This is an optimization exercise on Yosys and OpenROAD, whose aim is small area, not a production implementation. Only simulation tests tie the RTL to the original design; equivalence was not proved. Power figures rest on the tool's default switching activity, not on a simulated workload.

**flow/design.v**
```verilog
`default_nettype none
package video_pkg;
	localparam logic [1:0] NONE  = 2'd0;
	localparam logic [1:0] RED   = 2'd1;
	localparam logic [1:0] GREEN = 2'd2;
	localparam logic [1:0] BLUE  = 2'd3;
	localparam logic [3:0] VIDEO_PKT_TYPE = 4'h0;
	localparam logic [23:0] HIGHLIGHT_RED   = 24'hff0000;
	localparam logic [23:0] HIGHLIGHT_GREEN = 24'h00ff00;
	localparam logic [23:0] HIGHLIGHT_BLUE  = 24'h0000ff;
	function automatic logic ge10(input logic [9:0] a, input logic [9:0] b);
		ge10 = 1'b1;
		for (int i = 0; i < 10; i++) ge10 = (a[i] & ~b[i]) | (a[i] & ge10) | (~b[i] & ge10);
	endfunction
	function automatic logic [8:0] diff8(input logic [7:0] a, input logic [7:0] b);
		logic c;
		c = 1'b1;
		for (int i = 0; i < 8; i++) begin
			diff8[i] = a[i] ^ ~b[i] ^ c;
			c        = (a[i] & ~b[i]) | (a[i] & c) | (~b[i] & c);
		end
		diff8[8] = c;
	endfunction
	function automatic logic ge9c(input logic [8:0] a, input logic [8:0] k);
		ge9c = 1'b1;
		for (int i = 0; i < 9; i++) ge9c = k[i] ? (a[i] & ge9c) : (a[i] | ge9c);
	endfunction
endpackage
`default_nettype wire
`default_nettype none
package regs_pkg;
	localparam logic [7:0] ADDR_CTRL      = 8'h00;
	localparam logic [7:0] ADDR_STATUS    = 8'h04;   
	localparam logic [7:0] ADDR_ID        = 8'h08;   
	localparam logic [7:0] ADDR_COL_RED   = 8'h0C;
	localparam logic [7:0] ADDR_COL_GREEN = 8'h10;
	localparam logic [7:0] ADDR_COL_BLUE  = 8'h14;
	localparam logic [7:0] ADDR_BOX_RED   = 8'h18;   
	localparam logic [7:0] ADDR_BOX_GREEN = 8'h1C;
	localparam logic [7:0] ADDR_BOX_BLUE  = 8'h20;
	localparam logic [31:0] IP_ID = 32'h1234EEE2;
	localparam logic [23:0] BOX_COL_RED_DEF   = 24'hFF0000;
	localparam logic [23:0] BOX_COL_GREEN_DEF = 24'h00FF00;
	localparam logic [23:0] BOX_COL_BLUE_DEF  = 24'h0000FF;
endpackage
`default_nettype wire
`default_nettype none
module stream_reg (
	input  logic        clk,
	input  logic        reset_n,
	input  logic        valid_i,
	input  logic [25:0] data_i,
	output logic        ready_o,
	output logic        valid_o,
	output logic [25:0] data_o,
	input  logic        ready_i
);
	assign ready_o = ~valid_o | ready_i;
	always_ff @(posedge clk) begin
		if (!reset_n) begin
			valid_o <= 1'b0;
		end else if (ready_o) begin
			valid_o <= valid_i;
		end
	end
	always_ff @(posedge clk) begin
		if (ready_o) begin
			data_o <= data_i;
		end
	end
endmodule
`default_nettype wire
`default_nettype none
module frame_tracker #(
	parameter int IMAGE_W = 640
) (
	input  logic        clk,
	input  logic        reset_n,
	input  logic        fire_i,
	input  logic [25:0] beat_i,
	output logic [9:0]  pixel_x_o,
	output logic        is_video_o
);
	logic       sop;
	logic [9:0] x_inc;
	logic [10:0] cy;
	logic [3:0] packet_type;
	assign sop         = beat_i[1];
	assign packet_type = beat_i[5:2];
	always_ff @(posedge clk) begin
		if (!reset_n) begin
			is_video_o <= 1'b0;
		end else if (fire_i && sop) begin
			is_video_o <= (packet_type == video_pkg::VIDEO_PKT_TYPE);
		end
	end
	always_comb begin
		cy[0] = 1'b1;
		for (int i = 0; i < 10; i++) begin
			x_inc[i]  = pixel_x_o[i] ^ cy[i];
			cy[i + 1] = pixel_x_o[i] & cy[i];
		end
	end
	always_ff @(posedge clk) begin
		if (fire_i) begin
			if (sop || pixel_x_o == 10'(IMAGE_W - 1)) begin
				pixel_x_o <= '0;
			end else begin
				pixel_x_o <= x_inc;
			end
		end
	end
endmodule
`default_nettype wire
`default_nettype none
module colour_classifier #(
	parameter int RUN_LEN = 5
) (
	input  logic        clk,
	input  logic        load_i,         
	input  logic [23:0] sink_data_i,
	input  logic        fire_i,
	input  logic [25:0] beat_i,         
	output logic [1:0]  colour_o
);
	logic [7:0] r, g, b;
	logic [8:0] d_rg, d_rb, d_gb;   
	logic [1:0] raw_in, raw;   
	logic [1:0] prev;      
	logic [2:0] run;       
	logic       same;
	logic       is_red, is_green, is_blue;
	assign r = sink_data_i[23:16];
	assign g = sink_data_i[15:8];
	assign b = sink_data_i[7:0];
	assign d_rg = video_pkg::diff8(r, g);
	assign d_rb = video_pkg::diff8(r, b);
	assign d_gb = video_pkg::diff8(g, b);
	assign is_red   = video_pkg::ge9c(d_rg, 9'd287) & video_pkg::ge9c(d_rb, 9'd287);
	assign is_green = video_pkg::ge9c(d_gb, 9'd267) & ~video_pkg::ge9c(d_rg, 9'd226);
	assign is_blue  = ~video_pkg::ge9c(d_gb, 9'd276) & ~d_rb[8];
	always_comb begin
		if (is_red) begin
			raw_in = video_pkg::RED;
		end else if (is_green) begin
			raw_in = video_pkg::GREEN;
		end else if (is_blue) begin
			raw_in = video_pkg::BLUE;
		end else begin
			raw_in = video_pkg::NONE;
		end
	end
	always_ff @(posedge clk) begin
		if (load_i) raw <= raw_in;
	end
	assign same     = (prev == raw);
	assign colour_o = (same && run[2]) ? raw : video_pkg::NONE;
	always_ff @(posedge clk) begin
		if (fire_i) begin
			if (beat_i[1]) begin
				prev <= video_pkg::NONE;   
			end else begin
				prev <= raw;
			end
			if (!same) begin
				run <= '0;
			end else if (!run[2]) begin
				run <= run + 3'd1;
			end
		end
	end
endmodule
`default_nettype wire
`default_nettype none
module box_tracker #(
	parameter int IMAGE_W = 640
) (
	input  logic        clk,
	input  logic        reset_n,
	input  logic        fire_i,
	input  logic [25:0] beat_i,
	input  logic [9:0]  pixel_x_i,
	input  logic        is_video_i,
	input  logic [1:0]  colour_i,
	output logic [62:0] boxes_o,        
	output logic        frame_done_o
);
	localparam logic [9:0] X_LAST = 10'(IMAGE_W - 1);
	logic [29:0] run_min, run_max;
	logic [29:0] min_nxt, max_nxt;
	logic [2:0]  run_hit, hit_nxt, match;
	logic        sop, eop;
	assign sop = beat_i[1];
	assign eop = beat_i[0];
	logic        clr;
	logic [2:0]  lower, higher;   
	assign clr = sop || (eop && is_video_i);
	always_comb begin
		for (int c = 1; c <= 3; c++) begin
			match[c-1]              = !sop && (colour_i == 2'(c));
			lower[c-1]              = match[c-1] && !video_pkg::ge10(pixel_x_i, run_min[(c-1)*10 +: 10]);
			higher[c-1]             = match[c-1] && !video_pkg::ge10(run_max[(c-1)*10 +: 10], pixel_x_i);
			min_nxt[(c-1)*10 +: 10] = lower[c-1] ? pixel_x_i : run_min[(c-1)*10 +: 10];
			max_nxt[(c-1)*10 +: 10] = higher[c-1] ? pixel_x_i : run_max[(c-1)*10 +: 10];
			hit_nxt[c-1]            = run_hit[c-1] | match[c-1];
		end
	end
	always_ff @(posedge clk) begin
		for (int c = 1; c <= 3; c++) begin
			if (fire_i && (clr || lower[c-1]))  run_min[(c-1)*10 +: 10] <= clr ? X_LAST : pixel_x_i;
			if (fire_i && (clr || higher[c-1])) run_max[(c-1)*10 +: 10] <= clr ? 10'd0 : pixel_x_i;
			if (fire_i && (clr || match[c-1]))  run_hit[c-1] <= !clr;
		end
	end
	always_ff @(posedge clk) begin
		if (!reset_n) begin
			boxes_o      <= '0;
			frame_done_o <= 1'b0;
		end else begin
			frame_done_o <= 1'b0;
			if (fire_i && !sop && eop && is_video_i) begin   
				frame_done_o <= 1'b1;
				for (int c = 1; c <= 3; c++) begin
					boxes_o[(c-1)*21 +: 21] <= {hit_nxt[c-1], min_nxt[(c-1)*10 +: 10], max_nxt[(c-1)*10 +: 10]};
				end
			end
		end
	end
endmodule
`default_nettype wire
`default_nettype none
module overlay_mixer (
	input  logic [25:0] beat_i,
	input  logic [9:0]  pixel_x_i,
	input  logic        is_video_i,
	input  logic [1:0]  colour_i,
	input  logic [62:0] boxes_i,        
	input  logic        overlay_en_i,
	input  logic [71:0] box_col_i,      
	output logic [25:0] beat_o
);
	logic [23:0] pix;
	logic [23:0] new_pix;
	logic [7:0]  grey;
	logic [20:0] bx;
	assign pix  = beat_i[25:2];
	logic [6:0] cs_s, cs_c;
	logic       cy;
	always_comb begin
		for (int i = 0; i < 7; i++) begin
			cs_s[i] = (i < 6 ? pix[18 + i] : 1'b0) ^ (i < 6 ? pix[2 + i] : 1'b0) ^ pix[9 + i];
			cs_c[i] = ((i < 6 ? pix[18 + i] : 1'b0) & (i < 6 ? pix[2 + i] : 1'b0))
			        | ((i < 6 ? pix[18 + i] : 1'b0) & pix[9 + i])
			        | ((i < 6 ? pix[2 + i] : 1'b0) & pix[9 + i]);
		end
		grey[0] = cs_s[0];
		cy = 1'b0;
		for (int i = 1; i < 7; i++) begin
			grey[i] = cs_s[i] ^ cs_c[i-1] ^ cy;
			cy      = (cs_s[i] & cs_c[i-1]) | (cs_s[i] & cy) | (cs_c[i-1] & cy);
		end
		grey[7] = cs_c[6] ^ cy;
	end
	logic [2:0]  on_box;    
	logic [2:0]  sel;       
	logic [23:0] col, hl;
	always_comb begin
		for (int c = 0; c < 3; c++) begin
			bx        = boxes_i[c*21 +: 21];
			on_box[c] = bx[20] && (bx[19:10] == pixel_x_i || bx[9:0] == pixel_x_i);
		end
		sel[0] = on_box[0];
		sel[1] = on_box[1] && !on_box[0];
		sel[2] = on_box[2] && !on_box[1] && !on_box[0];
		col = ({24{sel[0]}} & box_col_i[23:0]) | ({24{sel[1]}} & box_col_i[47:24]) | ({24{sel[2]}} & box_col_i[71:48]);
		hl  = {{8{colour_i == video_pkg::RED}}, {8{colour_i == video_pkg::GREEN}}, {8{colour_i == video_pkg::BLUE}}};
		if (|on_box)                         new_pix = col;     
		else if (colour_i != video_pkg::NONE) new_pix = hl;      
		else                                 new_pix = {grey, grey, grey};
		beat_o = beat_i;
		if (overlay_en_i && !beat_i[1] && is_video_i) beat_o[25:2] = new_pix;   
	end
endmodule
`default_nettype wire
`default_nettype none
module apb_regs (
	input  logic        clk,
	input  logic        reset_n,
	input  logic        psel_i,
	input  logic        penable_i,
	input  logic        pwrite_i,
	input  logic [7:0]  paddr_i,
	input  logic [31:0] pwdata_i,
	output logic [31:0] prdata_o,
	output logic        pready_o,
	output logic        pslverr_o,
	input  logic [62:0] boxes_i,        
	input  logic        frame_done_i,
	output logic        overlay_en_o,
	output logic [71:0] box_col_o       
);
	logic        access, known, read_only, slverr, wr_ok;
	logic [31:0] rdata;
	logic [15:0] frame_cnt, cnt_inc;
	logic [16:0] cy;
	function automatic logic [31:0] box_word(input logic [20:0] bx);
		box_word = {bx[20], 5'b0, bx[19:10], 6'b0, bx[9:0]};
	endfunction
	assign access = psel_i & penable_i;
	always_comb begin
		cy[0] = 1'b1;
		for (int i = 0; i < 16; i++) begin
			cnt_inc[i] = frame_cnt[i] ^ cy[i];
			cy[i + 1]  = frame_cnt[i] & cy[i];
		end
	end
	always_comb begin
		rdata     = '0;
		known     = 1'b1;
		read_only = 1'b0;
		case (paddr_i)
			regs_pkg::ADDR_CTRL:      rdata = {31'b0, overlay_en_o};
			regs_pkg::ADDR_STATUS:    begin rdata = {16'b0, frame_cnt}; read_only = 1'b1; end
			regs_pkg::ADDR_ID:        begin rdata = regs_pkg::IP_ID; read_only = 1'b1; end
			regs_pkg::ADDR_COL_RED:   rdata = {8'b0, box_col_o[23:0]};
			regs_pkg::ADDR_COL_GREEN: rdata = {8'b0, box_col_o[47:24]};
			regs_pkg::ADDR_COL_BLUE:  rdata = {8'b0, box_col_o[71:48]};
			regs_pkg::ADDR_BOX_RED:   begin rdata = box_word(boxes_i[20:0]); read_only = 1'b1; end
			regs_pkg::ADDR_BOX_GREEN: begin rdata = box_word(boxes_i[41:21]); read_only = 1'b1; end
			regs_pkg::ADDR_BOX_BLUE:  begin rdata = box_word(boxes_i[62:42]); read_only = 1'b1; end
			default:                  known = 1'b0;
		endcase
	end
	assign slverr    = access & (~known | (pwrite_i & read_only));
	assign wr_ok     = access & pwrite_i & ~slverr;
	assign prdata_o  = rdata;
	assign pready_o  = 1'b1;   
	assign pslverr_o = slverr;
	always_ff @(posedge clk) begin
		if (!reset_n) begin
			overlay_en_o      <= 1'b0;
			box_col_o[23:0]   <= regs_pkg::BOX_COL_RED_DEF;
			box_col_o[47:24]  <= regs_pkg::BOX_COL_GREEN_DEF;
			box_col_o[71:48]  <= regs_pkg::BOX_COL_BLUE_DEF;
			frame_cnt         <= '0;
		end else begin
			if (frame_done_i) frame_cnt <= cnt_inc;
			if (wr_ok) begin
				case (paddr_i)
					regs_pkg::ADDR_CTRL:      overlay_en_o     <= pwdata_i[0];
					regs_pkg::ADDR_COL_RED:   box_col_o[23:0]  <= pwdata_i[23:0];
					regs_pkg::ADDR_COL_GREEN: box_col_o[47:24] <= pwdata_i[23:0];
					regs_pkg::ADDR_COL_BLUE:  box_col_o[71:48] <= pwdata_i[23:0];
					default:                  ;   
				endcase
			end
		end
	end
endmodule
`default_nettype wire
`default_nettype none
module imgproc_top
#(
	parameter int IMAGE_W = 640,
	parameter int RUN_LEN = 5
) (
	input  logic         clk,
	input  logic         reset_n,
	input  logic [23:0]  sink_data_i,
	input  logic         sink_sop_i,
	input  logic         sink_eop_i,
	input  logic         sink_valid_i,
	output logic         sink_ready_o,
	output logic [23:0]  source_data_o,
	output logic         source_sop_o,
	output logic         source_eop_o,
	output logic         source_valid_o,
	input  logic         source_ready_i,
	input  logic         apb_psel_i,
	input  logic         apb_penable_i,
	input  logic         apb_pwrite_i,
	input  logic [7:0]   apb_paddr_i,
	input  logic [31:0]  apb_pwdata_i,
	output logic [31:0]  apb_prdata_o,
	output logic         apb_pready_o,
	output logic         apb_pslverr_o
);
	logic [25:0] sink_beat_i, source_beat_o;   
	logic [25:0] in_beat, mix_beat;
	logic        in_valid, out_ready, fire;
	logic [9:0]  pixel_x;
	logic        is_video, frame_done, overlay_en;
	logic [1:0]  colour;
	logic [62:0] boxes;     
	logic [71:0] box_col;   
	assign sink_beat_i   = {sink_data_i, sink_sop_i, sink_eop_i};
	assign source_data_o = source_beat_o[25:2];
	assign source_sop_o  = source_beat_o[1];
	assign source_eop_o  = source_beat_o[0];
	assign fire = in_valid & out_ready;   
	stream_reg in_stage (
		.clk, .reset_n,
		.valid_i(sink_valid_i), .data_i(sink_beat_i), .ready_o(sink_ready_o),
		.valid_o(in_valid), .data_o(in_beat), .ready_i(out_ready)
	);
	frame_tracker #(.IMAGE_W(IMAGE_W)) i_frame_tracker (
		.clk, .reset_n, .fire_i(fire), .beat_i(in_beat),
		.pixel_x_o(pixel_x), .is_video_o(is_video)
	);
	colour_classifier #(.RUN_LEN(RUN_LEN)) i_colour_classifier (
		.clk, .load_i(sink_ready_o), .sink_data_i, .fire_i(fire), .beat_i(in_beat),
		.colour_o(colour)
	);
	box_tracker #(.IMAGE_W(IMAGE_W)) i_box_tracker (
		.clk, .reset_n, .fire_i(fire), .beat_i(in_beat),
		.pixel_x_i(pixel_x), .is_video_i(is_video), .colour_i(colour),
		.boxes_o(boxes), .frame_done_o(frame_done)
	);
	overlay_mixer i_overlay_mixer (
		.beat_i(in_beat), .pixel_x_i(pixel_x), .is_video_i(is_video),
		.colour_i(colour), .boxes_i(boxes), .overlay_en_i(overlay_en),
		.box_col_i(box_col), .beat_o(mix_beat)
	);
	stream_reg out_stage (
		.clk, .reset_n,
		.valid_i(in_valid), .data_i(mix_beat), .ready_o(out_ready),
		.valid_o(source_valid_o), .data_o(source_beat_o), .ready_i(source_ready_i)
	);
	apb_regs i_apb_regs (
		.clk, .reset_n,
		.psel_i(apb_psel_i), .penable_i(apb_penable_i), .pwrite_i(apb_pwrite_i),
		.paddr_i(apb_paddr_i), .pwdata_i(apb_pwdata_i),
		.prdata_o(apb_prdata_o), .pready_o(apb_pready_o), .pslverr_o(apb_pslverr_o),
		.boxes_i(boxes), .frame_done_i(frame_done),
		.overlay_en_o(overlay_en), .box_col_o(box_col)
	);
endmodule
`default_nettype wire
```
**flow/flow/run.sh**
```bash
#!/bin/bash
# Own flow: the standard ORFS flow (standard.sh), with
#  - synthesis using an area-oriented ABC script (flow/abc_area.script) in
#    place of ORFS's speed script; everything else in synthesis unchanged,
#  - a few extra layout settings (flow/extra.mk) appended to config.mk.
# Each step's output goes to a log file of its own in this folder.
set -euo pipefail
cat flow/extra.mk >> config.mk
rm -rf scripts_area
cp -r "$FLOW_HOME/scripts" scripts_area
cp flow/abc_area.script scripts_area/abc_speed.script
SCRIPTS_DIR=$PWD/scripts_area bash standard.sh synth > synth_run.log 2>&1
bash standard.sh > layout_run.log 2>&1
```
**flow/flow/abc_area.script**
```
strash
dch -f
map -a
&get -n
&st
&dch -f
&nf -R 1000 -p
&st
&syn2
&dch -f
&nf -R 1000 -p
&st
&syn2
&dch -f
&nf -R 1000 -p
&put
topo
dnsize -c
```
**flow/flow/extra.mk**
```make
export BUFFER_PORTS_ARGS = -buffer_cell sky130_fd_sc_hd__buf_1
export REMOVE_ABC_BUFFERS = 1
export CTS_ARGS = -sink_clustering_enable -repair_clock_nets -dont_use_dummy_load -buf_list {sky130_fd_sc_hd__clkbuf_8 sky130_fd_sc_hd__clkbuf_16} -sink_clustering_size 20 -sink_clustering_max_diameter 60
```
**flow/standard.sh**
```bash
#!/bin/bash
# synth_recipe.tcl (not shown) runs the flow's synth.tcl, then flattens the netlist and writes it again
# the make line also repeats each setting of config.mk as NAME=value (left out here)
make -C /OpenROAD-flow-scripts/flow DESIGN_CONFIG=/design/flow/config.mk WORK_HOME=/design/flow/orfs CLKGATE_MAP_FILE= SYNTH_SCRIPT=/design/flow/synth_recipe.tcl "${@:-finish}"
```
**flow/config.mk**
```make
export PLATFORM = sky130hd
export DESIGN_NAME = imgproc_top
export DESIGN_NICKNAME = imgproc_top
export VERILOG_FILES = /design/flow/design.v
export SDC_FILE = /design/flow/constraint.sdc
export NUM_CORES = 4
export LEC_CHECK = 0
export CAP_MARGIN = 20
export CORE_MARGIN = 2
export CORE_UTILIZATION = 40
export SLEW_MARGIN = 20
export BUFFER_PORTS_ARGS = -buffer_cell sky130_fd_sc_hd__buf_1
export REMOVE_ABC_BUFFERS = 1
export CTS_ARGS = -sink_clustering_enable -repair_clock_nets -dont_use_dummy_load -buf_list {sky130_fd_sc_hd__clkbuf_8 sky130_fd_sc_hd__clkbuf_16} -sink_clustering_size 20 -sink_clustering_max_diameter 60
```
**flow/constraint.sdc**
```tcl
create_clock -name core_clock -period 5.0 [get_ports {clk}]
set_input_delay 1.0000 -clock core_clock [delete_from_list [all_inputs] [get_ports {clk}]]
set_output_delay 1.0000 -clock core_clock [all_outputs]
set_load 0.01 [all_outputs]
```
==> results_dict.tcl, run 1 <==
set metrics [dict create \
    r2r_end "out_stage.data_o[24]" \
    synth-main-ff-cell "dfxtp_1" \
    yosysTopAreaCellShare_pct 28.1 \
    io_buffer_count 121 \
    die-area_sq_um 36800 \
    vias 12228 \
    rr_startpoint "in_stage.data_o[5]" \
    endpoint_kind "flop" \
    holdBufCountCts 0 \
    die_w_um 192 \
    layout_common_cells "o21ai_0 (180), nor2_1 (169), dfxtp_1 (156)" \
    cts.clk_slew.worst_paths_ns 0.06 \
    path_class "in -> reg" \
    ctsResizeCount 0 \
    yosys-top-cells-area "edfxtp_1 (28%), dfxtp_1 (22%), o21ai_0 (6.4%)" \
    syn_inst 1422 \
    syn_area_sq_um 14100 \
    clk_path_buf_depth 3 \
    p_switching_mw 1.22 \
    rsz0062_at_grt "no" \
    viasPerCell 5.85 \
    worstSkewPairLatency_ns 0.57 \
    start_util_pct 40.8 \
    ir_drop_v 0.000224 \
    layout-drive-gt1-share_pct 6.36 \
    synth_warnings 6 \
    cts_root_buffer "clkbuf_16" \
    first_pass_iters 6 \
    final_common_cell "o21ai_0" \
    p_seq_share_pct 52.7 \
    fin_skew_ns 0.0544 \
    grt-ovfl-total 0 \
    outcome "timing/DRC/antenna clean" \
    postSynth.asyncResetShare_pct 0 \
    p_leak_nw 6.30 \
    p_clk_share_pct 37.0 \
    nets 1768 \
    power_density_nw_per_um2 300 \
    max_cap_violations 0 \
    synth_enable_flop_cells 132 \
    r2r_setup_slack_ns 0.69 \
    report.final.slew_viol_count 0 \
    cp_max_fo 2 \
    pre_cts_ws_ns -0.0841 \
    final_core_util_pct 47.2 \
    grt.total_usage_pct 25.0 \
    setup_viol 0 \
    drt-total-wl_mm 46.4 \
    syn_area_per_cell_sq_um 9.93 \
    grt_pass1_wl_mm 69.9 \
    hold_viol 0 \
    max_slew_margin_pct 26.3 \
    dp_hpwl_mm 33.6 \
    place.gp.congestion 0.885 \
    critical_path_arrival_ns 4.80 \
    grt_max_degree 128 \
    ios 135 \
    first_global_vias 11615 \
    finalCriticalPeriod_ns 4.50 \
    critPathCapture "i_colour_classifier.raw[1]" \
    setup_tns_ns 0 \
    combPwrFrac_pct 10.3 \
    area_growth_pct 15.8 \
    ant_nets 0 \
    core_sq_um 34600 \
    numCtsBuffers 28 \
    synth_cell_types 46 \
    power.share.switching_pct 24.7 \
    die_y_um 192 \
    rows 68 \
    synth_seq_cells 288 \
    hp-start "i_apb_regs.box_col_o[18]" \
    tightest_slew_ns 1.11 \
    wl_per_cell_um 22.2 \
    tritoncts "built" \
    critPathLaunch "sink_data_i[16]" \
    regArea_sq_um 7090 \
    worst_hold_path_type "reg -> reg" \
    yosysTopAreaCell "edfxtp_1" \
    clock-sinks 288 \
    p_int_mw 3.70 \
    cp-start-kind "input port" \
    fmax_mhz 222 \
    synth-seq-area-share_pct 50.2 \
    route.detailed.drc 0 \
    finalCritPeriodShare_pct 89.9 \
    cts_setup_buffers 0 \
    multi_input_area_sq_um 6840 \
    drt_iter0_drc 1300 \
    power.total_mw 4.91 \
    antenna_found_initial 1 \
    htreeDepth 1 \
    worst_ep_required_time_ns 5.31 \
    fin_ws_ns 0.503 \
    fill_cells 3235 \
    ff2ff_path_depth 10 \
]
## sequential cells by signal (all words and copies together) (netlist names), 10 cells and up
signal / cells
i_apb_regs.frame_cnt: 16
in_stage.data_o: 26
i_box_tracker.run_min: 30
i_frame_tracker.pixel_x_o: 10
out_stage.data_o: 26
i_box_tracker.run_max: 30
i_apb_regs.box_col_o: 72
i_box_tracker.boxes_o: 63
## logic make-up (layout without fill, tap and decap cells)
logic type	Yosys count	count (layout)	synth area share, %
AND/OR/NAND/NOR	468	468	14.5
AO/OA/AOI/OAI	416	416	17.9
flip-flops	288	288	50.2
adder cells (fa/ha/maj)	79	79	8.35
buffers and inverters	60	269	1.73
XOR/XNOR	55	55	3.41
multiplexers	54	54	3.83
other	2	7	0.0532
## worst max-delay path: stages
cell and delay, ns:
buf_1 0.09, clkinv_1 0.06, ha_1 0.14, clkinv_1 0.08
fa_1 0.39, fa_1 0.39, fa_1 0.39, fa_1 0.39
fa_1 0.39, fa_1 0.37, clkinv_1 0.06, fa_1 0.42
o311ai_0 0.39, a31oi_1 0.09, nand2b_1 0.16
## worst min path at each step
| stage | endpoint | slack, ns | cells after the start |
|---|---|---|---|
| after floorplan | i_apb_regs.overlay_en_o | 0.43 | 2 |
| after global placement | i_apb_regs.box_col_o[10] | 0.48 | 2 |
| after detailed placement | i_apb_regs.box_col_o[18] | 0.48 | 2 |
| after CTS | i_apb_regs.box_col_o[18] | 0.49 | 2 |
| after global routing | i_apb_regs.box_col_o[20] | 0.51 | 2 |
| final | i_apb_regs.box_col_o[18] | 0.49 | 2 |
## power by group through the flow
stage                     clock network, mW  registers [mW]  logic [mW]
after floorplan                           0            2.64       0.279
after global placement                    0            2.64       0.489
after detailed placement                  0            2.64       0.499
after CTS                              1.85            2.59       0.502
after global routing                   1.93            2.59       0.563
final                                  1.82            2.59       0.505
## per-layer routing
metal | GRT usage [%] | share of wire [%] | vias up
met4 | 6.54 | 2.4 | 0
met1 | 35.4 | 43 | 5901
met3 | 4.59 | 9.2 | 68
li1 | - | - | 5680
met2 | 39.5 | 46 | 579
met5 | 0 | 0 | -
## synthesized netlist by cell type (all sizes together) (4+ instances only)
library cell  instances
and3                  5
maj3                 20
edfxtp              132
nand2b                8
a221oi               24
a21oi                97
nor2                169
nor2b                15
clkinv               55
nor4                 16
nand2               151
nand4                11
xnor2                17
xor2                 38
o2bb2ai               6
or3                   4
fa                   32
a222oi               30
or2                   4
buf                   5
nor3                 24
and2                 17
o21ai               181
o22ai                27
a22oi                25
dfxtp               156
o31ai                 4
ha                   27
mux2i                54
nand3                41
## through the flow
| step | std cells | hold slack, ns | instance area (sq um) |
|---|---|---|---|
| finish | 2091 | 0.494 | 16300 |
| global route | 2090 | 0.514 | 16300 |
| CTS | 2089 | 0.491 | 16300 |
| detailed placement | 2061 | 0.480 | 15600 |
| global placement | 2061 | 0.477 | 15600 |
| floorplan | 1420 | 0.431 | 14100 |
## final cells by class
type / instances / area share (%)
tap: 455 / 3.48
multi-input combinational: 1077 / 41.8
sequential: 288 / 43.3
clock buffer: 28 / 4.29
antenna: 2 / 0.0306
timing repair buffer: 186 / 5.79
inverter: 55 / 1.26
==> run 2: changes to the inputs <==
==> flow/flow/extra.mk (replaced) <==
export BUFFER_PORTS_ARGS = -buffer_cell sky130_fd_sc_hd__buf_1
export REMOVE_ABC_BUFFERS = 1
export CTS_ARGS = -sink_clustering_enable -repair_clock_nets -dont_use_dummy_load -buf_list {sky130_fd_sc_hd__clkbuf_8} -sink_clustering_size 20 -sink_clustering_max_diameter 60
==> flow/config.mk (replaced) <==
export PLATFORM = sky130hd
export DESIGN_NAME = imgproc_top
export DESIGN_NICKNAME = imgproc_top
export VERILOG_FILES = /design/flow/design.v
export SDC_FILE = /design/flow/constraint.sdc
export NUM_CORES = 4
export LEC_CHECK = 0
export CAP_MARGIN = 20
export CORE_MARGIN = 2
export CORE_UTILIZATION = 60
export GPL_TIMING_DRIVEN = 0
export SLEW_MARGIN = 20
export BUFFER_PORTS_ARGS = -buffer_cell sky130_fd_sc_hd__buf_1
export REMOVE_ABC_BUFFERS = 1
export CTS_ARGS = -sink_clustering_enable -repair_clock_nets -dont_use_dummy_load -buf_list {sky130_fd_sc_hd__clkbuf_8} -sink_clustering_size 20 -sink_clustering_max_diameter 60
==> results_dict.tcl, run 2 <==
set metrics [dict create \
    outcome "timing/DRC/antenna clean" \
    endpoint_kind "flop" \
    syn_inst 1422 \
    syn_area_per_cell_sq_um 9.93 \
    num_antenna_cells 0 \
    die-area_sq_um 24800 \
    clk_path_buf_depth 3 \
    drt_iter0_drc 1448 \
    tritoncts "built" \
    numCtsBuffers 24 \
    core_sq_um 23300 \
    grt.total_usage_pct 35.5 \
    finalInstanceArea_sq_um 15800 \
    first_pass_iters 6 \
    worst_ep_required_time_ns 5.28 \
    grt-ovfl-total 0 \
    crit_top_cell "maj3_1" \
    synth_seq_cells 288 \
    antenna_found_initial 1 \
    htreeDepth 1 \
    critPathCapture "i_box_tracker.run_min[15]" \
    worst_hold_path_type "reg -> reg" \
    yosysTopAreaCell "edfxtp_1" \
    synth-seq-area-share_pct 50.2 \
    critPathLaunch "i_frame_tracker.pixel_x_o[1]" \
    ff2ff_path_depth 13 \
    setup_viol 0 \
    area_growth_pct 12.3 \
    finalCriticalPeriod_ns 4.75 \
    synth_cell_types 46 \
    postSynth.asyncResetShare_pct 0 \
    max_cap_violations 0 \
    critical_path_arrival_ns 5.03 \
    wl_per_cell_um 22.8 \
    dpl_cell_area_sq_um 15300 \
    rows 56 \
    yosys-top-cells-area "edfxtp_1 (28%), dfxtp_1 (22%), o21ai_0 (6.4%)" \
    layout-drive-gt1-share_pct 6.14 \
    reg_top3 "i_apb_regs.box_col_o x72, i_box_tracker.boxes_o x63" \
    max_slew_margin_pct 20.5 \
    r2r_end "i_box_tracker.run_min[15]" \
    tightest_slew_ns 1.19 \
    yosys.cell_count.top_type "o21ai_0" \
    cpPeakStageDelay_ns 0.50 \
    crit_chain "clkinv_1 -> maj3_1 -> maj3_1 -> maj3_1 -> maj3_1 -> maj3_1 -> maj3_1 -> maj3_1 -> a21oi_1 -> nor2_1 -> a21oi_1 -> nand2b_1 -> a21oi_2" \
    synth_enable_flop_cells 132 \
    worstSkewPairLatency_ns 0.61 \
    ir_drop_v 0.000198 \
    fin_skew_ns 0.0934 \
    dp_hpwl_mm 31.4 \
    place.gp.congestion 0.896 \
    cp-start-kind "flop" \
    ios 135 \
    hold_viol 0 \
    grt_max_degree 48 \
    rr_startpoint "i_frame_tracker.pixel_x_o[1]" \
    ant_nets 0 \
    largest_reg_flops 72 \
    cp_max_fo 10 \
    route.detailed.drc 0 \
    io_buffer_count 121 \
    fmax_mhz 211 \
    critical-path-top-delay-family "adder cells" \
    r2r_setup_slack_ns 0.25 \
    die_w_um 157 \
    rsz0062_at_grt "no" \
    viasPerCell 6.38 \
    drt-total-wl_mm 44.0 \
    start_util_pct 60.7 \
    synth_warnings 6 \
    report.final.slew_viol_count 0 \
    synth_common_cells "o21ai_0 (181), nor2_1 (169), dfxtp_1 (156)" \
    grt_pass1_wl_mm 66.3 \
    power_density_nw_per_um2 270 \
    synth-main-ff-cell "dfxtp_1" \
    yosysTopAreaCellShare_pct 28.1 \
    die_y_um 157 \
    first_global_vias 11437 \
    cts_root_buffer "clkbuf_8" \
    largest_register "i_apb_regs.box_col_o" \
    clock-sinks 288 \
    power.total_mw 4.27 \
    final_common_cell "o21ai_0" \
    syn_area_sq_um 14100 \
    path_class "reg -> reg" \
    crit_cells 13 \
    nets 1746 \
    vias 12312 \
    p_leak_nw 6.09 \
    cts.clk_slew.worst_paths_ns 0.10 \
    path_buf_inv 1 \
    finalCritPeriodShare_pct 95.0 \
    cp_slowest_cell "nand2b_1" \
    layout_common_cells "o21ai_0 (179), nor2_1 (166), dfxtp_1 (156)" \
    hp-start "i_apb_regs.box_col_o[18]" \
]
==> run 2: cell counts after synthesis <==
No cell type changed its count.
==> run 2: timing repair <==
action                                  CTS  global route
endpoints found under the setup margin   65            13
hold buffers                              0             0
setup buffers                             7            15
resized for setup                         6             1
==> run 2: logic make-up (layout without fill, tap and decap cells) <==
group                      Yosys count  after routing  share of synthesized area, %
AOI/OAI and AO/OA                  416            416                          17.9
muxes                               54             54                          3.83
other                                2              5                        0.0532
and+or+nand+nor                    468            468                          14.5
DFF                                288            288                          50.2
adders and majority gates           79             79                          8.35
buffers and inverters               60            247                          1.73
xor gates and xnor gates            55             55                          3.41
==> run 2: power breakdown <==
part           switching [mW]  total, mW  leakage, nW  internal [mW]
logic                   0.322      0.510         3.37          0.188
registers              0.0553       2.59         2.55           2.53
clock network           0.745       1.17        0.173          0.429
total                    1.12       4.27         6.09           3.15
==> run 2: worst min-delay path by stage <==
stage                               endpoint  slack, ns  cells past startpoint
floorplan            i_apb_regs.overlay_en_o       0.43                      2
global placement    i_apb_regs.box_col_o[10]       0.47                      2
detailed placement  i_apb_regs.box_col_o[18]       0.48                      2
CTS                 i_apb_regs.box_col_o[18]       0.50                      2
global route        i_apb_regs.box_col_o[23]       0.52                      2
finish              i_apb_regs.box_col_o[18]       0.49                      2
==> run 2: final cells by class <==
| class | instances | area (sq um) |
|---|---|---|
| clock buffer | 24 | 330 |
| multi-input combinational | 1077 | 6890 |
| sequential | 288 | 7090 |
| tap | 319 | 399 |
| inverter | 55 | 215 |
| fill | 1935 | 7410 |
| timing repair buffer | 168 | 923 |
==> run 2: per-layer routing <==
layer	up-vias	wire, um	track usage, %
met1	5883	17600	48.7
met5	-	11	0
met3	113	4030	5.70
met4	2	2040	15.0
li1	5648	-	-
met2	666	20300	56.1
==> run 2: through the flow <==
step	hold WS [ns]	setup WS, ns	std cells	setup TNS (ns)	utilization, %
floorplan	0.431	-2.87	1420	-181.05	-
global placement	0.469	-6.34	1860	-566.79	64.2
detailed placement	0.484	-0.829	1884	-29.59	65.8
CTS	0.496	0.00939	1915	0	67.5
global route	0.520	0.0212	1931	0	68.1
finish	0.495	0.250	1931	0	68.1
==> run 2: worst min-delay path, stage by stage (launching register included) <==
cell and delay [ns]:
dfxtp_1 0.32, nand2_1 0.06, nand3_1 0.06
==> run 3: changes to the inputs <==
==> flow/flow/extra.mk (replaced) <==
export BUFFER_PORTS_ARGS = -buffer_cell sky130_fd_sc_hd__buf_1
export REMOVE_ABC_BUFFERS = 1
export CTS_ARGS = -sink_clustering_enable -repair_clock_nets -dont_use_dummy_load -buf_list {sky130_fd_sc_hd__clkbuf_4 sky130_fd_sc_hd__clkbuf_8} -sink_clustering_size 12 -sink_clustering_max_diameter 40
==> flow/config.mk (replaced) <==
export PLATFORM = sky130hd
export DESIGN_NAME = imgproc_top
export DESIGN_NICKNAME = imgproc_top
export VERILOG_FILES = /design/flow/design.v
export SDC_FILE = /design/flow/constraint.sdc
export NUM_CORES = 4
export LEC_CHECK = 0
export CAP_MARGIN = 20
export CORE_MARGIN = 2
export CORE_UTILIZATION = 40
export GPL_TIMING_DRIVEN = 0
export SLEW_MARGIN = 20
export BUFFER_PORTS_ARGS = -buffer_cell sky130_fd_sc_hd__buf_1
export REMOVE_ABC_BUFFERS = 1
export CTS_ARGS = -sink_clustering_enable -repair_clock_nets -dont_use_dummy_load -buf_list {sky130_fd_sc_hd__clkbuf_4 sky130_fd_sc_hd__clkbuf_8} -sink_clustering_size 12 -sink_clustering_max_diameter 40
==> results_dict.tcl, run 3 <==
set metrics [dict create \
    outcome "timing/DRC/antenna clean" \
    hold_slack_ns 0.497 \
    worstSkewPairLatency_ns 0.57 \
    first_pass_iters 7 \
    viasPerCell 5.90 \
    dp_hpwl_mm 33.2 \
    layout_common_cells "o21ai_0 (179), nor2_1 (165), dfxtp_1 (156)" \
    cts_root_buffer "clkbuf_8" \
    rsz0062_at_grt "no" \
    io_buffer_count 121 \
    yosys-top-cells-area "edfxtp_1 (28%), dfxtp_1 (22%), o21ai_0 (6.4%)" \
    clock-sinks 288 \
    synth_seq_cells 288 \
    place.gp.congestion 0.876 \
    layout-drive-gt1-share_pct 8.00 \
    route.detailed.drc 0 \
    yosys.cell_count.top_type "o21ai_0" \
    clk_path_buf_depth 3 \
    path_class "reg -> reg" \
    cp_max_fo 28 \
    report.final.slew_viol_count 0 \
    syn_inst 1422 \
    cts.clk_slew.worst_paths_ns 0.08 \
    endpoint_kind "flop" \
    path_buf_inv 3 \
    holdBufCountCts 0 \
    grt-ovfl-total 0 \
    ios 135 \
    drt_iter0_drc 1326 \
    first_global_vias 11966 \
    synth_common_cells "o21ai_0 (181), nor2_1 (169), dfxtp_1 (156)" \
    max_slew_margin_pct 20.2 \
    vias 12339 \
    syn_area_per_cell_sq_um 9.93 \
    critical_path_arrival_ns 5.18 \
    fmax_mhz 208 \
    synth-main-ff-cell "dfxtp_1" \
    synth_warnings 6 \
    rows 68 \
    ir_drop_v 0.000149 \
    finalCritPeriodShare_pct 96.2 \
    power_density_nw_per_um2 288 \
    postSynth.asyncResetShare_pct 0 \
    cp-start-kind "flop" \
    grt_max_degree 49 \
    yosysTopAreaCellShare_pct 28.1 \
    ant_nets 0 \
    hold_viol 0 \
    worst_ep_required_time_ns 5.37 \
    htreeDepth 2 \
    nets 1771 \
    cpPeakStageDelay_ns 0.49 \
    power.total_mw 4.72 \
    synth_cell_types 46 \
    synth-seq-area-share_pct 50.2 \
    grt_pass1_wl_mm 70.9 \
    area_growth_pct 16.0 \
    grt.total_usage_pct 25.4 \
    worst_hold_path_type "reg -> reg" \
    cp_slowest_cell "nor3_1" \
    antenna_found_initial 0 \
    max_cap_violations 0 \
    numCtsBuffers 44 \
    reg_top3 "i_apb_regs.box_col_o x72, i_box_tracker.boxes_o x63" \
    final_common_cell "o21ai_0" \
    die_y_um 192 \
    setup_viol 0 \
    die_w_um 192 \
    drt-total-wl_mm 46.6 \
    wl_per_cell_um 22.3 \
    crit_chain "clkinv_2 -> a221oi_1 -> nand4_1 -> nor3_1 -> o21a_4 -> clkinv_1 -> nand2_1 -> or2_1 -> buf_8 -> o21ai_1 -> nor3_1 -> o21ai_0 -> o21ai_0" \
    syn_area_sq_um 14100 \
    finalCriticalPeriod_ns 4.81 \
    largest_register "i_apb_regs.box_col_o" \
    synth_enable_flop_cells 132 \
    tritoncts "built" \
    p_leak_nw 6.29 \
    largest_reg_flops 72 \
    critical-path-top-delay-family "simple AND/OR/NAND/NOR gates" \
    fin_skew_ns 0.0664 \
    tightest_slew_ns 1.20 \
    die-area_sq_um 36800 \
    start_util_pct 40.8 \
    core_sq_um 34600 \
    yosysTopAreaCell "edfxtp_1" \
]
-- run 3: cell count changes in the layout (fill, tap and decap cells not counted), sizes merged --
cell and change:
clkbuf +20, buf +5, clkinvlp -1, diode +1
inv +1
-- run 3: worst min-delay path, cell delays in order (launching register included) --
cell	delay [ns]
dfxtp_1	0.32
nand2_1	0.07
nand3_1	0.06
-- run 3: area by class of cell --
type,instances,area [sq um]
clock buffers,44,606
well taps,455,569
diodes,1,2.50
flip-flops and latches,288,7090
repair buffers,173,973
multi-input cells,1077,6920
fillers,3316,18300
inverters,55,211
-- run 3: cells by family (layout without fill, tap and decap cells) --
group                    Yosys count  in the layout  synth area share [%]
flip-flops                       288            288                  50.2
XOR/XNOR                          55             55                  3.41
other                              2              6                0.0532
multiplexers                      54             54                  3.83
AND/OR/NAND/NOR                  468            468                  14.5
buffers and inverters             60            272                  1.73
adder cells (fa/ha/maj)           79             79                  8.35
AO/OA/AOI/OAI                    416            416                  17.9
-- run 3: worst paths after layout --
| kind | from | to | slack (ns) | cells past startpoint |
|---|---|---|---|---|
| worst min-delay path | i_apb_regs.box_col_o[18] | i_apb_regs.box_col_o[18] | 0.50 | 2 |
| worst max-delay path | i_frame_tracker.pixel_x_o[6] | out_stage.data_o[11] | 0.19 | 13 |
| worst max register to register | i_frame_tracker.pixel_x_o[6] | out_stage.data_o[11] | 0.19 | 13 |
| worst min register to register | i_apb_regs.box_col_o[18] | i_apb_regs.box_col_o[18] | 0.50 | 2 |
-- run 3: per-layer routing --
| metal | GRT usage, % | vias up | share of wire (%) | routed length [um] |
|---|---|---|---|---|
| li1 | - | 5691 | - | - |
| met1 | 35.9 | 6027 | 43 | 20200 |
| met2 | 40.8 | 549 | 47 | 21800 |
| met3 | 3.38 | 72 | 7.7 | 3600 |
| met4 | 6.89 | 0 | 2.2 | 1040 |
| met5 | 0 | - | 0 | 0 |
-- run 3: power by group --
group	switching, mW	internal [mW]
clock network	0.839	0.775
registers	0.0536	2.54
logic	0.321	0.192
-- run 3: timing repair --
| item | CTS | global route |
|---|---|---|
| setup endpoints to repair | 62 | 21 |
| setup buffers | 8 | 17 |
| gates resized for setup | 9 | 5 |
-- run 3: stage by stage --
stage	cell area, sq um	worst slack [ns]	std cells	setup TNS, ns	utilization, %
after floorplan	14100	-2.87	1420	-181.05	-
final	16400	0.192	2093	0	47.3
after CTS	16200	0.0569	2075	0	46.8
after global routing	16400	0.0467	2092	0	47.3
after detailed placement	15500	-0.885	2023	-33.88	44.8
after global placement	15100	-6.40	1996	-587.30	43.6
==> run 4: changes to the inputs <==
==> flow/flow/extra.mk (replaced) <==
export BUFFER_PORTS_ARGS = -buffer_cell sky130_fd_sc_hd__buf_1
export REMOVE_ABC_BUFFERS = 1
export CTS_ARGS = -sink_clustering_enable -repair_clock_nets -dont_use_dummy_load -buf_list {sky130_fd_sc_hd__clkbuf_8} -sink_clustering_size 16 -sink_clustering_max_diameter 50
==> flow/config.mk (replaced) <==
export PLATFORM = sky130hd
export DESIGN_NAME = imgproc_top
export DESIGN_NICKNAME = imgproc_top
export VERILOG_FILES = /design/flow/design.v
export SDC_FILE = /design/flow/constraint.sdc
export NUM_CORES = 4
export LEC_CHECK = 0
export CAP_MARGIN = 20
export CORE_MARGIN = 2
export CORE_UTILIZATION = 60
export GPL_TIMING_DRIVEN = 0
export SLEW_MARGIN = 20
export BUFFER_PORTS_ARGS = -buffer_cell sky130_fd_sc_hd__buf_1
export REMOVE_ABC_BUFFERS = 1
export CTS_ARGS = -sink_clustering_enable -repair_clock_nets -dont_use_dummy_load -buf_list {sky130_fd_sc_hd__clkbuf_8} -sink_clustering_size 16 -sink_clustering_max_diameter 50
==> results_dict.tcl, run 4 <==
set metrics [dict create \
    outcome "timing/DRC/antenna clean" \
    place.gp.congestion 0.896 \
    max_slew_margin_pct 20.3 \
    power.total_mw 4.40 \
    layout_common_cells "o21ai_0 (179), nor2_1 (166), dfxtp_1 (156)" \
    syn_area_per_cell_sq_um 9.93 \
    fin_skew_ns 0.0361 \
    hp-start "i_apb_regs.box_col_o[18]" \
    ios 135 \
    io_buffer_count 121 \
    yosys.cell_count.top_type "o21ai_0" \
    synth-seq-area-share_pct 50.2 \
    p_leak_nw 6.09 \
    clk_path_buf_depth 3 \
    yosys-top-cells-area "edfxtp_1 (28%), dfxtp_1 (22%), o21ai_0 (6.4%)" \
    synth_seq_cells 288 \
    worst_ep_required_time_ns 5.30 \
    crit_top_cell "nand2_1" \
    critical_path_arrival_ns 5.08 \
    final_common_cell "o21ai_0" \
    die-area_sq_um 24800 \
    wl_per_cell_um 22.8 \
    synth_warnings 6 \
    syn_area_sq_um 14100 \
    setup_viol 0 \
    clock-sinks 288 \
    grt-ovfl-total 0 \
    first_global_vias 11530 \
    tritoncts "built" \
    final_core_util_pct 68.2 \
    viasPerCell 6.44 \
    r2r_end "out_stage.data_o[3]" \
    cp_max_fo 28 \
    hold_path_depth 2 \
    synth_cell_types 46 \
    die_y_um 157 \
    r2r_setup_slack_ns 0.23 \
    htreeDepth 1 \
    rows 56 \
    grt_pass1_wl_mm 66.4 \
    start_util_pct 60.7 \
    finalCritPeriodShare_pct 95.5 \
    rsz0062_at_grt "no" \
    largest_register "i_apb_regs.box_col_o" \
    synth-main-ff-cell "dfxtp_1" \
    rr_startpoint "i_frame_tracker.pixel_x_o[5]" \
    power_density_nw_per_um2 277 \
    core_sq_um 23300 \
    first_pass_iters 6 \
    grt.total_usage_pct 35.4 \
    ir_drop_v 0.000237 \
    crit_chain "xor2_1 -> nor4_1 -> nand4_1 -> nor3_1 -> o21a_4 -> clkinv_1 -> nand2_1 -> or2_1 -> buf_16 -> nand2_1 -> a221oi_1 -> o21ai_0" \
    numCtsBuffers 30 \
    max_cap_violations 0 \
    nets 1742 \
    cp-start-kind "flop" \
    postSynth.asyncResetShare_pct 0 \
    tightest_slew_ns 1.20 \
    vias 12410 \
    hold_viol 0 \
    cp_slowest_cell "edfxtp_1" \
    holdBufCountCts 0 \
    drt-total-wl_mm 44.0 \
    area_growth_pct 12.3 \
    fmax_mhz 209 \
    worst_hold_path_type "reg -> reg" \
    layoutNonFillerInstCount 1927 \
    synth_common_cells "o21ai_0 (181), nor2_1 (169), dfxtp_1 (156)" \
    synth_enable_flop_cells 132 \
    setup_tns_ns 0 \
    dp_hpwl_mm 31.4 \
    cts.clk_slew.worst_paths_ns 0.10 \
    cpPeakStageDelay_ns 0.91 \
    antenna_found_initial 1 \
    ff2ff_path_depth 12 \
    drt_iter0_drc 1382 \
    route.detailed.drc 0 \
    endpoint_kind "flop" \
    report.final.slew_viol_count 0 \
    cts_root_buffer "clkbuf_8" \
    layout-drive-gt1-share_pct 5.97 \
    reg_top3 "i_apb_regs.box_col_o x72, i_box_tracker.boxes_o x63" \
    grt_max_degree 48 \
    finalCriticalPeriod_ns 4.77 \
    num_antenna_cells 0 \
    largest_reg_flops 72 \
    dp_cells 1884 \
    fill_cells 1927 \
    die_w_um 157 \
    yosysTopAreaCell "edfxtp_1" \
    worstSkewPairLatency_ns 0.60 \
    whs_endpoint "i_apb_regs.box_col_o[18]" \
    yosysTopAreaCellShare_pct 28.1 \
    syn_inst 1422 \
    path_class "reg -> reg" \
    ant_nets 0 \
]
[run 4: cell count changes in the layout (fill, tap and decap cells not counted), sizes merged]
cell | previous run | this run
clkinvlp | 0 | 1
diode | 1 | 0
clkbuf | 44 | 30
inv | 1 | 0
buf | 173 | 158
[run 4: where the power goes]
group | total, mW | switching (mW) | internal [mW] | leakage (nW)
registers | 2.59 | 0.0599 | 2.53 | 2.55
clock network | 1.30 | 0.773 | 0.530 | 0.216
logic | 0.500 | 0.316 | 0.184 | 3.32
[run 4: worst max-delay path by stage]
stage                                       from                         to  slack (ns)
floorplan                         source_ready_i  i_box_tracker.boxes_o[20]       -2.87
global placement                  source_ready_i   i_box_tracker.boxes_o[2]       -6.34
detailed placement  i_frame_tracker.pixel_x_o[1]  i_box_tracker.run_min[19]       -0.83
CTS                 i_frame_tracker.pixel_x_o[4]       out_stage.data_o[11]       0.004
global route        i_frame_tracker.pixel_x_o[5]        out_stage.data_o[2]        0.04
finish              i_frame_tracker.pixel_x_o[5]        out_stage.data_o[3]        0.23
[run 4: cell type report]
cell class / instances / area [sq um] / area share, %
Timing Repair Buffer: 158 / 845 / 5.33
Inverter: 55 / 215 / 1.36
Sequential cell: 288 / 7090 / 44.7
Tap cell: 319 / 399 / 2.52
Clock buffer: 30 / 413 / 2.60
Multi-Input combinational cell: 1077 / 6900 / 43.5
[run 4: timing repair]
item,in CTS,in global routing
setup endpoints to repair,65,19
resized for setup,6,3
cloned,0,0
setup buffers,7,6
[run 4: kinds of logic after synthesis]
family                     share of synthesized area [%]
buffers and inverters                               1.73
other                                             0.0532
DFF                                                 50.2
muxes                                               3.83
adders and majority gates                           8.35
xor gates and xnor gates                            3.41
AOI/OAI and AO/OA                                   17.9
and+or+nand+nor                                     14.5
[run 4: critical path, delay by kind of cell (launching register included)]
kind	cells	cell delay [ns]
and+or+nand+nor	6	1.51
AOI/OAI and AO/OA	3	1.24
DFF	1	0.91
buffers and inverters	2	0.66
xor gates and xnor gates	1	0.13
[run 4: routing by layer]
metal	up-vias	share of wire, %	global-route usage (%)
li1	5642	-	-
met1	5912	39	48.6
met3	123	9.7	5.26
met4	2	4.6	15.3
met5	-	0.025	0
met2	731	46	56.2
[run 4: per-stage QoR]
stage,worst slack (ns),hold WS [ns],instance area (sq um)
3_5_place_dp,-0.829,0.484,15300
2_1_floorplan,-2.87,0.431,14100
4_1_cts,0.00379,0.497,15800
6_report,0.225,0.496,15900
5_1_grt,0.0390,0.514,15900
3_3_place_gp,-6.34,0.469,14900
==> run 5: changes to the inputs <==
--- a/flow/config.mk
+++ b/flow/config.mk
@@ -8,7 +8,6 @@
 export CAP_MARGIN = 20
 export CORE_MARGIN = 2
 export CORE_UTILIZATION = 60
-export GPL_TIMING_DRIVEN = 0
 export SLEW_MARGIN = 20
 export BUFFER_PORTS_ARGS = -buffer_cell sky130_fd_sc_hd__buf_1
 export REMOVE_ABC_BUFFERS = 1
==> results_dict.tcl, run 5 <==
set metrics [dict create \
    route.detailed.drc 0 \
    fill_cells 1974 \
    num_antenna_cells 0 \
    hold_slack_ns 0.500 \
    syn_area_per_cell_sq_um 9.93 \
    worst_hold_path_type "reg -> reg" \
    grt.total_usage_pct 34.7 \
    grt-ovfl-total 0 \
    met3_usage_pct 5.67 \
    setup_viol 0 \
    hold_path_depth 2 \
    drt-total-wl_mm 43.3 \
    yosysTopAreaCellShare_pct 28.1 \
    fmax_mhz 219 \
    rows 56 \
    fin_ws_ns 0.425 \
    ant_nets 0 \
    finalInstanceArea_sq_um 15900 \
    hold_viol 0 \
    ctsResizeCount 0 \
    critical-path-top-delay-family "adder cells" \
    cts.clk_slew.worst_paths_ns 0.09 \
    fin_skew_ns 0.0675 \
    r2r_setup_slack_ns 0.69 \
    yosysTopAreaCell "edfxtp_1" \
    crit_chain "buf_1 -> clkinv_1 -> ha_1 -> clkinv_1 -> fa_1 -> fa_1 -> fa_1 -> fa_1 -> fa_1 -> fa_1 -> clkinv_1 -> fa_1 -> o311ai_0 -> a31oi_1 -> nand2b_1" \
    first_global_vias 11465 \
    worstSkewPairLatency_ns 0.62 \
    pre_cts_ws_ns -0.210 \
    htreeDepth 1 \
    area_growth_pct 12.6 \
    final_core_util_pct 68.3 \
    drt_iter0_drc 1540 \
    yosys-top-cells-area "edfxtp_1 (28%), dfxtp_1 (22%), o21ai_0 (6.4%)" \
    synth_warnings 6 \
    max_cap_violations 0 \
    critical_path_arrival_ns 4.90 \
    viasPerCell 6.29 \
    max_slew_margin_pct 34.5 \
    met2_usage_pct 56.0 \
    busiest_layer "met2" \
    wl_per_cell_um 22.1 \
    outcome "timing/DRC/antenna clean" \
    vias 12279 \
    holdBufCountCts 0 \
    cp-start-kind "input port" \
    dpl_cell_area_sq_um 15500 \
    tritoncts "built" \
    tightest_slew_ns 0.983 \
    rsz0062_at_grt "no" \
    crit_cells 15 \
    synth_cell_types 46 \
    endpoint_kind "flop" \
    crit_top_cell "fa_1" \
    synth_common_cells "o21ai_0 (181), nor2_1 (169), dfxtp_1 (156)" \
    dp_hpwl_mm 31.3 \
    grt_pass1_wl_mm 65.6 \
    syn_inst 1422 \
    ff2ff_path_depth 15 \
    die_w_um 157 \
    cts_root_buffer "clkbuf_8" \
    first_pass_iters 9 \
    cp_slowest_cell "fa_1" \
    p_leak_nw 6.16 \
    postSynth.asyncResetShare_pct 0 \
    ios 135 \
    reg_top3 "i_apb_regs.box_col_o x72, i_box_tracker.boxes_o x63" \
    synth_seq_cells 288 \
    synth-seq-area-share_pct 50.2 \
    antenna_found_initial 0 \
    core_sq_um 23300 \
    largest_register "i_apb_regs.box_col_o" \
    io_buffer_count 121 \
    yosys.cell_count.top_type "o21ai_0" \
    layout_common_cells "o21ai_0 (179), nor2_1 (169), dfxtp_1 (156)" \
    layout-drive-gt1-share_pct 6.24 \
    start_util_pct 60.7 \
    grt_use_met1_pct 47.9 \
    cts_setup_buffers 0 \
    die_y_um 157 \
    cp_max_fo 2 \
    clock-sinks 288 \
    numCtsBuffers 30 \
    clk_path_buf_depth 3 \
    finalCriticalPeriod_ns 4.57 \
    die-area_sq_um 24800 \
    cpPeakStageDelay_ns 0.43 \
    place.gp.congestion 0.911 \
    path_buf_inv 4 \
    path_class "in -> reg" \
    finalCritPeriodShare_pct 91.5 \
    ir_drop_v 0.000216 \
    final_common_cell "o21ai_0" \
    syn_area_sq_um 14100 \
    grt_max_degree 128 \
    report.final.slew_viol_count 0 \
    worst_ep_required_time_ns 5.32 \
    nets 1768 \
    power_density_nw_per_um2 276 \
    synth-main-ff-cell "dfxtp_1" \
    largest_reg_flops 72 \
    synth_enable_flop_cells 132 \
]
-- run 5: cell counts after synthesis --
Identical to the previous run, type by type.
-- run 5: final timing paths --
kind / to / start
setup / recovery: i_colour_classifier.raw[1] / sink_data_i[16]
hold / removal: i_apb_regs.box_col_o[35] / i_apb_regs.box_col_o[35]
setup reg to reg: i_box_tracker.boxes_o[39] / i_frame_tracker.pixel_x_o[1]
hold reg to reg: i_apb_regs.box_col_o[35] / i_apb_regs.box_col_o[35]
-- run 5: routing by layer --
| metal | share of wire, % | vias to the layer above |
|---|---|---|
| li1 | - | 5681 |
| met1 | 40 | 5869 |
| met2 | 47 | 631 |
| met3 | 9.3 | 98 |
| met4 | 3.4 | 0 |
| met5 | 0 | - |
-- run 5: layout make-up --
class / count / area (sq um) / area share (%)
Sequential cell: 288 / 7090 / 44.6
Multi-Input combinational cell: 1077 / 6830 / 43.0
Timing Repair Buffer: 184 / 956 / 6.02
Clock buffer: 30 / 413 / 2.60
Tap cell: 319 / 399 / 2.51
Inverter: 55 / 206 / 1.30
-- run 5: stage by stage --
stage	TNS [ns]	instances	power [mW]
floorplan	-181.05	1420	2.92
global placement	0	1922	3.11
detailed placement	-0.278	1922	3.13
CTS	0	1952	4.39
global route	0	1953	4.54
finish	0	1953	4.38
-- run 5: cell families (layout without fill, tap and decap cells) --
family	after synthesis	in the layout	synth area share (%)
flip-flops	288	288	50.2
AO/OA/AOI/OAI	416	416	17.9
adder cells (fa/ha/maj)	79	79	8.35
multiplexers	54	54	3.83
buffers and inverters	60	269	1.73
AND/OR/NAND/NOR	468	468	14.5
other	2	5	0.0532
XOR/XNOR	55	55	3.41
-- run 5: tightest hold or removal path, stage by stage (launching register included) --
cell and delay (ns):
dfxtp_1 0.33, nand2_1 0.07, nand3_1 0.06
-- run 5: where the power goes --
group | internal (mW) | switching, mW
combinational | 0.182 | 0.315
clock | 0.530 | 0.768
sequential | 2.53 | 0.0542
total | 3.25 | 1.14
==> run 6: changes to the inputs <==
==> flow/flow/abc_area.script (replaced) <==
strash
balance
rewrite
refactor
balance
rewrite
rewrite -z
balance
refactor -z
rewrite -z
balance
balance
rewrite
refactor
balance
rewrite
rewrite -z
balance
refactor -z
rewrite -z
balance
dch -f
amap
&get -n
&st
&dch -f
&nf -R 1000 -p
&st
&syn2
&dch -f
&nf -R 1000 -p
&put
topo
dnsize -c
--- a/flow/config.mk
+++ b/flow/config.mk
@@ -7,7 +7,7 @@
 export LEC_CHECK = 0
 export CAP_MARGIN = 20
 export CORE_MARGIN = 2
-export CORE_UTILIZATION = 60
+export CORE_UTILIZATION = 70
 export SLEW_MARGIN = 20
 export BUFFER_PORTS_ARGS = -buffer_cell sky130_fd_sc_hd__buf_1
 export REMOVE_ABC_BUFFERS = 1
==> results_dict.tcl, run 6 <==
set metrics [dict create \
    path_class "reg -> reg" \
    grt_pass1_wl_mm 65.2 \
    critical_path_arrival_ns 4.98 \
    grt-ovfl-total 0 \
    worstSkewPairLatency_ns 0.62 \
    synth_cell_types 48 \
    die_y_um 146 \
    setup_tns_ns 0 \
    synth_enable_flop_cells 132 \
    syn_area_sq_um 14000 \
    finalCritPeriodShare_pct 94.2 \
    syn_inst 1392 \
    cp_max_fo 12 \
    yosysTopAreaCellShare_pct 28.3 \
    synth_common_cells "o21ai_0 (169), nor2_1 (159), dfxtp_1 (156)" \
    worst_ep_required_time_ns 5.27 \
    ios 135 \
    power_density_nw_per_um2 280 \
    yosys.cell_count.top_type "o21ai_0" \
    grt_max_degree 128 \
    outcome "timing/DRC/antenna clean" \
    final_common_cell "o21ai_0" \
    ctsResizeCount 0 \
    wl_per_cell_um 22.4 \
    first_pass_iters 10 \
    fill_cells 1342 \
    clk_path_buf_depth 3 \
    htreeDepth 1 \
    grt.total_usage_pct 39.0 \
    max_slew_margin_pct 25.4 \
    reg_top3 "i_apb_regs.box_col_o x72, i_box_tracker.boxes_o x63" \
    worst_hold_path_type "reg -> reg" \
    hold_viol 0 \
    dp_hpwl_mm 29.0 \
    ir_drop_v 0.000243 \
    synth_seq_cells 288 \
    p_leak_nw 6.13 \
    yosys-top-cells-area "edfxtp_1 (28%), dfxtp_1 (22%), o21ai_0 (6.0%)" \
    syn_area_per_cell_sq_um 10.1 \
    postSynth.asyncResetShare_pct 0 \
    drt-total-wl_mm 41.8 \
    core_sq_um 19600 \
    rsz0062_at_grt "no" \
    first_global_vias 11882 \
    fmax_mhz 212 \
    ant_nets 0 \
    layout_common_cells "o21ai_0 (167), nor2_1 (157), dfxtp_1 (156)" \
    antenna_found_initial 2 \
    drt_iter0_drc 1593 \
    finalInstanceArea_sq_um 15700 \
    largest_reg_flops 72 \
    critPathLaunch "i_frame_tracker.pixel_x_o[1]" \
    largest_register "i_apb_regs.box_col_o" \
    finalCriticalPeriod_ns 4.71 \
    cp-start-kind "flop" \
    endpoint_kind "flop" \
    place.gp.congestion 0.951 \
    die-area_sq_um 21200 \
    layoutNonFillerInstCount 1865 \
    fin_skew_ns 0.0737 \
    layout-drive-gt1-share_pct 5.88 \
    holdBufCountCts 0 \
    dp_cells 1833 \
    cts_setup_buffers 0 \
    setup_viol 0 \
    synth-main-ff-cell "dfxtp_1" \
    synth-seq-area-share_pct 50.5 \
    regArea_sq_um 7090 \
    numCtsBuffers 30 \
    cts.clk_slew.worst_paths_ns 0.07 \
    synth_warnings 6 \
    viasPerCell 6.67 \
    final_core_util_pct 80.0 \
    start_util_pct 71.6 \
    multi_input_area_sq_um 6710 \
    tightest_slew_ns 1.12 \
    clock-sinks 288 \
    route.detailed.drc 0 \
    nets 1732 \
    yosysTopAreaCell "edfxtp_1" \
    dpl_cell_area_sq_um 15200 \
    cts_root_buffer "clkbuf_8" \
    report.final.slew_viol_count 0 \
    die_w_um 146 \
    io_buffer_count 121 \
    area_growth_pct 11.8 \
    hp-start "i_apb_regs.box_col_o[35]" \
    rr_startpoint "i_frame_tracker.pixel_x_o[1]" \
    vias 12436 \
    tritoncts "built" \
    max_cap_violations 0 \
    rows 51 \
]
-- run 6: cell types whose count changed after synthesis, moves of 11 or more --
cell	previous run	this run
maj3_1	20	44
a22o_1	2	18
o21ai_0	181	169
nor3_1	24	9
o22ai_1	27	39
a22oi_1	25	4
xnor2_1	17	6
xor2_1	38	23
-- run 6: logic make-up (layout without fill, tap and decap cells) --
logic type,after synthesis,in the layout,synth area share (%)
xor+xnor,29,29,1.81
buf+inv,63,266,1.82
other cells,2,7,0.0536
mux,54,54,3.86
simple gates,428,428,13.1
fa+ha+maj,103,103,10.1
flops,288,288,50.5
compound gates,425,425,18.7
-- run 6: per-stage QoR --
stage | setup WS [ns] | total power [mW] | hold WS [ns]
3_3_place_gp | -0.0672 | 3.10 | 0.467
2_1_floorplan | -2.82 | 2.93 | 0.451
4_1_cts | 0.316 | 4.37 | 0.484
6_report | 0.290 | 4.39 | 0.485
3_5_place_dp | -0.152 | 3.13 | 0.477
5_1_grt | 0.149 | 4.53 | 0.508
-- run 6: area by class of cell --
| type | instances | area share [%] |
|---|---|---|
| tap | 265 | 2.12 |
| inverter | 58 | 1.39 |
| timing repair buffer | 178 | 5.76 |
| antenna | 2 | 0.0319 |
| multi-input combinational | 1044 | 42.8 |
| sequential | 288 | 45.2 |
| clock buffer | 30 | 2.63 |
-- run 6: report_power, final --
part | internal (mW) | switching (mW)
sequential | 2.53 | 0.0451
combinational | 0.190 | 0.323
clock | 0.529 | 0.767
total | 3.25 | 1.13
-- run 6: critical path, cell delays in order, from the launching register on --
cell,delay [ns]
edfxtp_1,0.35
clkinv_1,0.08
buf_4,0.20
maj3_1,0.37
maj3_1,0.37
maj3_1,0.37
maj3_1,0.37
maj3_1,0.37
maj3_1,0.39
maj3_1,0.37
maj3_1,0.35
a21oi_1,0.15
o21ai_0,0.17
a21oi_1,0.24
buf_4,0.24
-- run 6: path summary, 6_finish.rpt --
| check | to | slack, ns | cells past startpoint |
|---|---|---|---|
| worst min register to register | i_apb_regs.box_col_o[35] | 0.49 | 2 |
| worst max register to register | i_box_tracker.run_max[25] | 0.29 | 14 |
| worst min-delay path | i_apb_regs.box_col_o[35] | 0.49 | 2 |
| worst max-delay path | i_box_tracker.run_max[25] | 0.29 | 14 |
-- run 6: routing by layer --
metal,GRT usage [%],vias up,share of wire [%]
met4,23.4,0,7.3
li1,-,5606,-
met3,6.02,198,11
met1,52.4,5794,37
met5,0,-,0
met2,60.5,838,45

port drivers added, routing unchanged:
How much do the figures lean on ideal ports? The routed layouts below were timed once more, with nothing changed but the port constraints.
Step 1, drivers: a clkbuf_16 drives clk and a buf_2 each remaining input, both assumed.
Step 2 adds t to the input delays and takes it off the output delays; t is the mean of the earliest and latest rising clock arrival at the registers after step 1. Input paths then give back, and output paths get back, about the clock's delay inside the block.
Slacks: ideal / step 1 / step 2; pairs: ideal / step 1.
run	t, ns	slack for setup (ns)	hold slack, ns	slew at the worst register clock pin (ns)	worst slew at a driven data input, ns
run 1	0.593	0.503 / 0.536 / -0.058	0.494 / 0.494 / 0.494	0.08 / 0.08	0.08
run 2	0.613	0.250 / 0.250 / -0.272	0.495 / 0.495 / 0.495	0.12 / 0.12	0.07
run 3	0.595	0.192 / 0.192 / -0.045	0.497 / 0.497 / 0.497	0.08 / 0.08	0.08
run 4	0.629	0.225 / 0.225 / -0.312	0.496 / 0.496 / 0.496	0.10 / 0.10	0.06
run 5	0.631	0.425 / 0.445 / -0.185	0.500 / 0.500 / 0.500	0.10 / 0.10	0.06
run 6	0.635	0.290 / 0.290 / -0.133	0.485 / 0.485 / 0.485	0.10 / 0.10	0.07
With both steps, setup timing fails in every run listed, where it was met with ideal ports. For run 5, which loses most, drivers alone change the setup slack by +0.020 ns; drivers and shift together by -0.610 ns.
